This is an optimization exercise on Yosys and OpenROAD, whose aim is small area, a short achievable clock period and few clock cycles, not a production implementation. Function was checked by simulation only, so behaviour that the tests miss may differ from the original. No activity file was given, so power comes from the tool's default toggle rates.

== rev 12 ==
==> flow/design.v <==
`default_nettype none
package mips_pkg;
    localparam int DATA_W     = 32;
    localparam int REG_ADDR_W = 5;
    localparam logic [3:0] C_NOP  = 4'd0;
    localparam logic [3:0] C_R    = 4'd1;
    localparam logic [3:0] C_ADDI = 4'd2;
    localparam logic [3:0] C_ANDI = 4'd3;
    localparam logic [3:0] C_ORI  = 4'd4;
    localparam logic [3:0] C_LUI  = 4'd5;
    localparam logic [3:0] C_LW   = 4'd6;
    localparam logic [3:0] C_SW   = 4'd7;
    localparam logic [3:0] C_HALT = 4'd8;
endpackage
`default_nettype wire
`timescale 1ns/1ns
`default_nettype none
import mips_pkg::*;
module mips_pipeline
#(
    parameter int IMEM_BYTES = 256,
    parameter int DMEM_WORDS = 32
) (
    input  logic                          i_clock,
    input  logic                          i_rst,
    input  logic                          i_pipeline_enable,
    input  logic                          i_imem_write_en,
    input  logic [$clog2(IMEM_BYTES)-1:0] i_imem_addr,
    input  logic [7:0]                    i_imem_data,
    input  logic [REG_ADDR_W-1:0]         i_reg_addr,
    input  logic [$clog2(DMEM_WORDS)-1:0] i_mem_addr,
    output logic [DATA_W-1:0]             o_reg_data,
    output logic [DATA_W-1:0]             o_mem_data,
    output logic [DATA_W-1:0]             o_pc,
    output logic                          o_halt
);
    localparam int IW = 30;                        
    localparam int NW = IMEM_BYTES / 4;
    logic [IW-1:0] imem [NW];
    function automatic logic [3:0] op_class(input logic [5:0] op);
        case (op)
            6'h00:   op_class = C_R;
            6'h08:   op_class = C_ADDI;
            6'h0C:   op_class = C_ANDI;
            6'h0D:   op_class = C_ORI;
            6'h0F:   op_class = C_LUI;
            6'h23:   op_class = C_LW;
            6'h2B:   op_class = C_SW;
            6'h3F:   op_class = C_HALT;
            default: op_class = C_NOP;
        endcase
    endfunction
    logic [7:0] wbyte;                             
    assign wbyte = (i_imem_addr[1:0] == 2'd0) ? {op_class(i_imem_data[7:2]), 2'b00, i_imem_data[1:0]} : i_imem_data;
    always_ff @(posedge i_clock) begin
        if (i_imem_write_en) begin
            case (i_imem_addr[1:0])
                2'd0: imem[i_imem_addr[7:2]][29:24] <= {wbyte[7:4], wbyte[1:0]};
                2'd1: imem[i_imem_addr[7:2]][23:16] <= wbyte;
                2'd2: imem[i_imem_addr[7:2]][15:8]  <= wbyte;
                default: imem[i_imem_addr[7:2]][7:0] <= wbyte;
            endcase
        end
    end
    typedef struct packed {
        logic [4:0]  rs;
        logic [4:0]  rt;
        logic [15:0] imm;
        logic [4:0]  dest;
        logic        wr;         
        logic        use_imm;
        logic        sext;
        logic        s_add;
        logic        s_sub;      
        logic        s_and;
        logic        s_or;
        logic        s_xor;
        logic        s_slt;
        logic        s_lui;
        logic        s_lw;
        logic        sw;
        logic        halt;
    } dec_t;
    function automatic dec_t decode(input logic [IW-1:0] w);
        dec_t d;
        logic [3:0] c;
        logic [5:0] fn;
        logic       rv;
        c  = w[29:26];
        fn = w[5:0];
        d = '0;
        d.rs  = w[25:21];
        d.rt  = w[20:16];
        d.imm = w[15:0];
        d.dest = (c == C_R) ? w[15:11] : w[20:16];
        rv = 1'b0;
        case (c)
            C_R: begin
                case (fn)
                    6'h21: begin d.s_add = 1'b1; rv = 1'b1; end
                    6'h23: begin d.s_add = 1'b1; d.s_sub = 1'b1; rv = 1'b1; end
                    6'h24: begin d.s_and = 1'b1; rv = 1'b1; end
                    6'h25: begin d.s_or  = 1'b1; rv = 1'b1; end
                    6'h26: begin d.s_xor = 1'b1; rv = 1'b1; end
                    6'h2A: begin d.s_slt = 1'b1; d.s_sub = 1'b1; rv = 1'b1; end
                    default: rv = 1'b0;
                endcase
            end
            C_ADDI: begin d.s_add = 1'b1; d.use_imm = 1'b1; d.sext = 1'b1; rv = 1'b1; end
            C_ANDI: begin d.s_and = 1'b1; d.use_imm = 1'b1; rv = 1'b1; end
            C_ORI:  begin d.s_or  = 1'b1; d.use_imm = 1'b1; rv = 1'b1; end
            C_LUI:  begin d.s_lui = 1'b1; rv = 1'b1; end
            C_LW:   begin d.s_lw  = 1'b1; rv = 1'b1; end
            C_SW:   d.sw = 1'b1;
            C_HALT: d.halt = 1'b1;
            default: ;
        endcase
        d.wr = rv && (d.dest != 5'd0);
        decode = d;
    endfunction
    logic [5:0]  p_q;           
    logic [5:0]  pn_q;          
    logic        halt_q;
    dec_t        ir_q;          
    logic [31:0] a_q, b_q;      
    logic [31:0] regs [1:31];
    logic [31:1] rvalid_q;      
    logic [31:0] dmem [DMEM_WORDS];
    logic run;
    assign run = i_pipeline_enable && !halt_q;
    logic [IW-1:0] w0;
    always_comb begin
        w0 = imem[0];
        if (i_imem_write_en && i_imem_addr[7:2] == 6'd0) begin
            case (i_imem_addr[1:0])
                2'd0: w0[29:24] = {wbyte[7:4], wbyte[1:0]};
                2'd1: w0[23:16] = wbyte;
                2'd2: w0[15:8]  = wbyte;
                default: w0[7:0] = wbyte;
            endcase
        end
    end
    dec_t nx;                   
    assign nx = decode(imem[pn_q]);
    logic [31:0] opb, addb, sum, res, ld;
    logic [6:0]  daddr;
    logic        lt;
    assign opb  = ir_q.use_imm ? {{16{ir_q.sext & ir_q.imm[15]}}, ir_q.imm} : b_q;
    assign addb = ir_q.s_sub ? ~opb : opb;
    assign sum  = a_q + addb + {31'd0, ir_q.s_sub};
    assign lt   = (a_q[31] ^ b_q[31]) ? a_q[31] : sum[31];
    assign daddr = a_q[6:0] + ir_q.imm[6:0];
    assign ld   = dmem[daddr[6:2]];
    assign res = ({32{ir_q.s_add}} & sum)
               | ({32{ir_q.s_and}} & (a_q & opb))
               | ({32{ir_q.s_or}}  & (a_q | opb))
               | ({32{ir_q.s_xor}} & (a_q ^ opb))
               | ({32{ir_q.s_slt}} & {31'd0, lt})
               | ({32{ir_q.s_lui}} & {ir_q.imm, 16'd0})
               | ({32{ir_q.s_lw}}  & ld);
    function automatic logic [31:0] rd_reg(input logic [4:0] ad);
        if (ad == 5'd0) rd_reg = '0;
        else rd_reg = rvalid_q[ad] ? regs[ad] : '0;
    endfunction
    logic [31:0] na, nb;
    assign na = (ir_q.wr && ir_q.dest == nx.rs) ? res : rd_reg(nx.rs);
    assign nb = (ir_q.wr && ir_q.dest == nx.rt) ? res : rd_reg(nx.rt);
    always_ff @(posedge i_clock) begin
        if (i_rst) begin
            p_q    <= 6'd0;
            pn_q   <= 6'd1;
            halt_q <= 1'b0;
            ir_q   <= decode(w0);
            a_q    <= '0;
            b_q    <= '0;
        end else if (run) begin
            if (ir_q.halt) begin
                halt_q <= 1'b1;                    
            end else begin
                p_q    <= pn_q;
                pn_q   <= pn_q + 6'd1;
                halt_q <= nx.halt;                 
                ir_q   <= nx;
                a_q    <= na;
                b_q    <= nb;
            end
        end else if (p_q == 6'd0 && !halt_q) begin
            ir_q <= decode(w0);                    
        end
    end
    always_ff @(posedge i_clock) begin
        if (i_rst) begin
            rvalid_q <= '0;
        end else if (run && ir_q.wr) begin
            rvalid_q[ir_q.dest] <= 1'b1;
        end
    end
    always_ff @(posedge i_clock) begin
        if (!i_rst && run && ir_q.wr) begin
            regs[ir_q.dest] <= res;
        end
    end
    always_ff @(posedge i_clock) begin
        if (!i_rst && run && ir_q.sw) begin
            dmem[daddr[6:2]] <= b_q;
        end
    end
    assign o_halt     = halt_q;
    assign o_pc       = {23'd0, {1'b0, p_q} + 7'd1, 2'b00};
    assign o_reg_data = rd_reg(i_reg_addr);
    assign o_mem_data = dmem[i_mem_addr];
endmodule
`default_nettype wire
Settings: LEC_CHECK=0, CAP_MARGIN=20, CORE_MARGIN=2, CORE_UTILIZATION=40, CTS_CLUSTER_DIAMETER=100, CTS_CLUSTER_SIZE=20, SETUP_SLACK_MARGIN=2.5, SLEW_MARGIN=20, TNS_END_PERCENT=2; clock period 7.0 ns.
run.sh (not shown) runs the stock make flow with config.mk's settings and CLKGATE_MAP_FILE= SYNTH_SCRIPT=/design/flow/synth_recipe.tcl, a recipe that flattens the netlist after the stock synthesis.
Testbench counts of rev 12, summed over its fixed seeds: cycles 17,848.
> inputs changed (rev 12 -> rev 13)
Settings: a deleted SETUP_SLACK_MARGIN that had been 2.5; a deleted CTS_CLUSTER_DIAMETER that had been 100; a deleted TNS_END_PERCENT that had been 2; a deleted CTS_CLUSTER_SIZE that had been 20.
## What came out
Looking at the reports, rev 13 completed the entire flow and the layout it produced met the timing, DRC and antenna checks.
Rev 12 completed end to end with timing, DRC and antenna clean.
Max-slew headroom at the worst pin in rev 13 is 4.9 points below rev 12.
Rev 13 -> rev 12: multi-input combinational gate total flat
Global-route usage was higher in the run labelled rev 12.
Rev 13: highest clock rate lower than rev 12
When rev 13 is set beside rev 12, its number of gates resized after cts turns out to be 422 smaller.
Looking at rev 13 and rev 12, the instance area after placement is a wash.
In terms of via count of the first global-routing pass, rev 13 and rev 12 differ only marginally.
From rev 12 to rev 13 the numbers moved as follows: clock power rose by 63%, synthesized cell count flat, worst setup slack now smaller, total power went up.

==> re-timing with driven ports <==
The results above use ideal ports. As a check the final layouts listed here were re-extracted and re-timed, cells and wires unchanged. Step 1 sets driving cells, clkbuf_16 on the clock port and buf_2 on the other inputs (assumed; they add their load-dependent delay and slew). Step 2 times the ports against the registers' clock, not the clock port: input delays grow and output delays shrink by t, the midpoint of the rising clock arrivals with the driver on. a / b / c = ideal ports / drivers / drivers and shift; a / b = the first two.
run | t, ns | setup WS [ns] | worst hold slack (ns) | clock arrival spread, ns | slew at the worst register clock pin (ns)
rev 12 | 1.105 | 1.732 / 1.444 / 1.259 | 0.482 / 0.482 / 0.482 | 0.121 / 0.120 | 0.10 / 0.10
rev 13 | 1.133 | 0.297 / 0.297 / 0.297 | 0.467 / 0.467 / 0.467 | 0.085 / 0.085 | 0.07 / 0.07
After both steps setup and hold are still met in every run listed. For rev 12, which loses most, drivers alone change the setup slack by -0.288 ns; drivers and shift together by -0.473 ns.
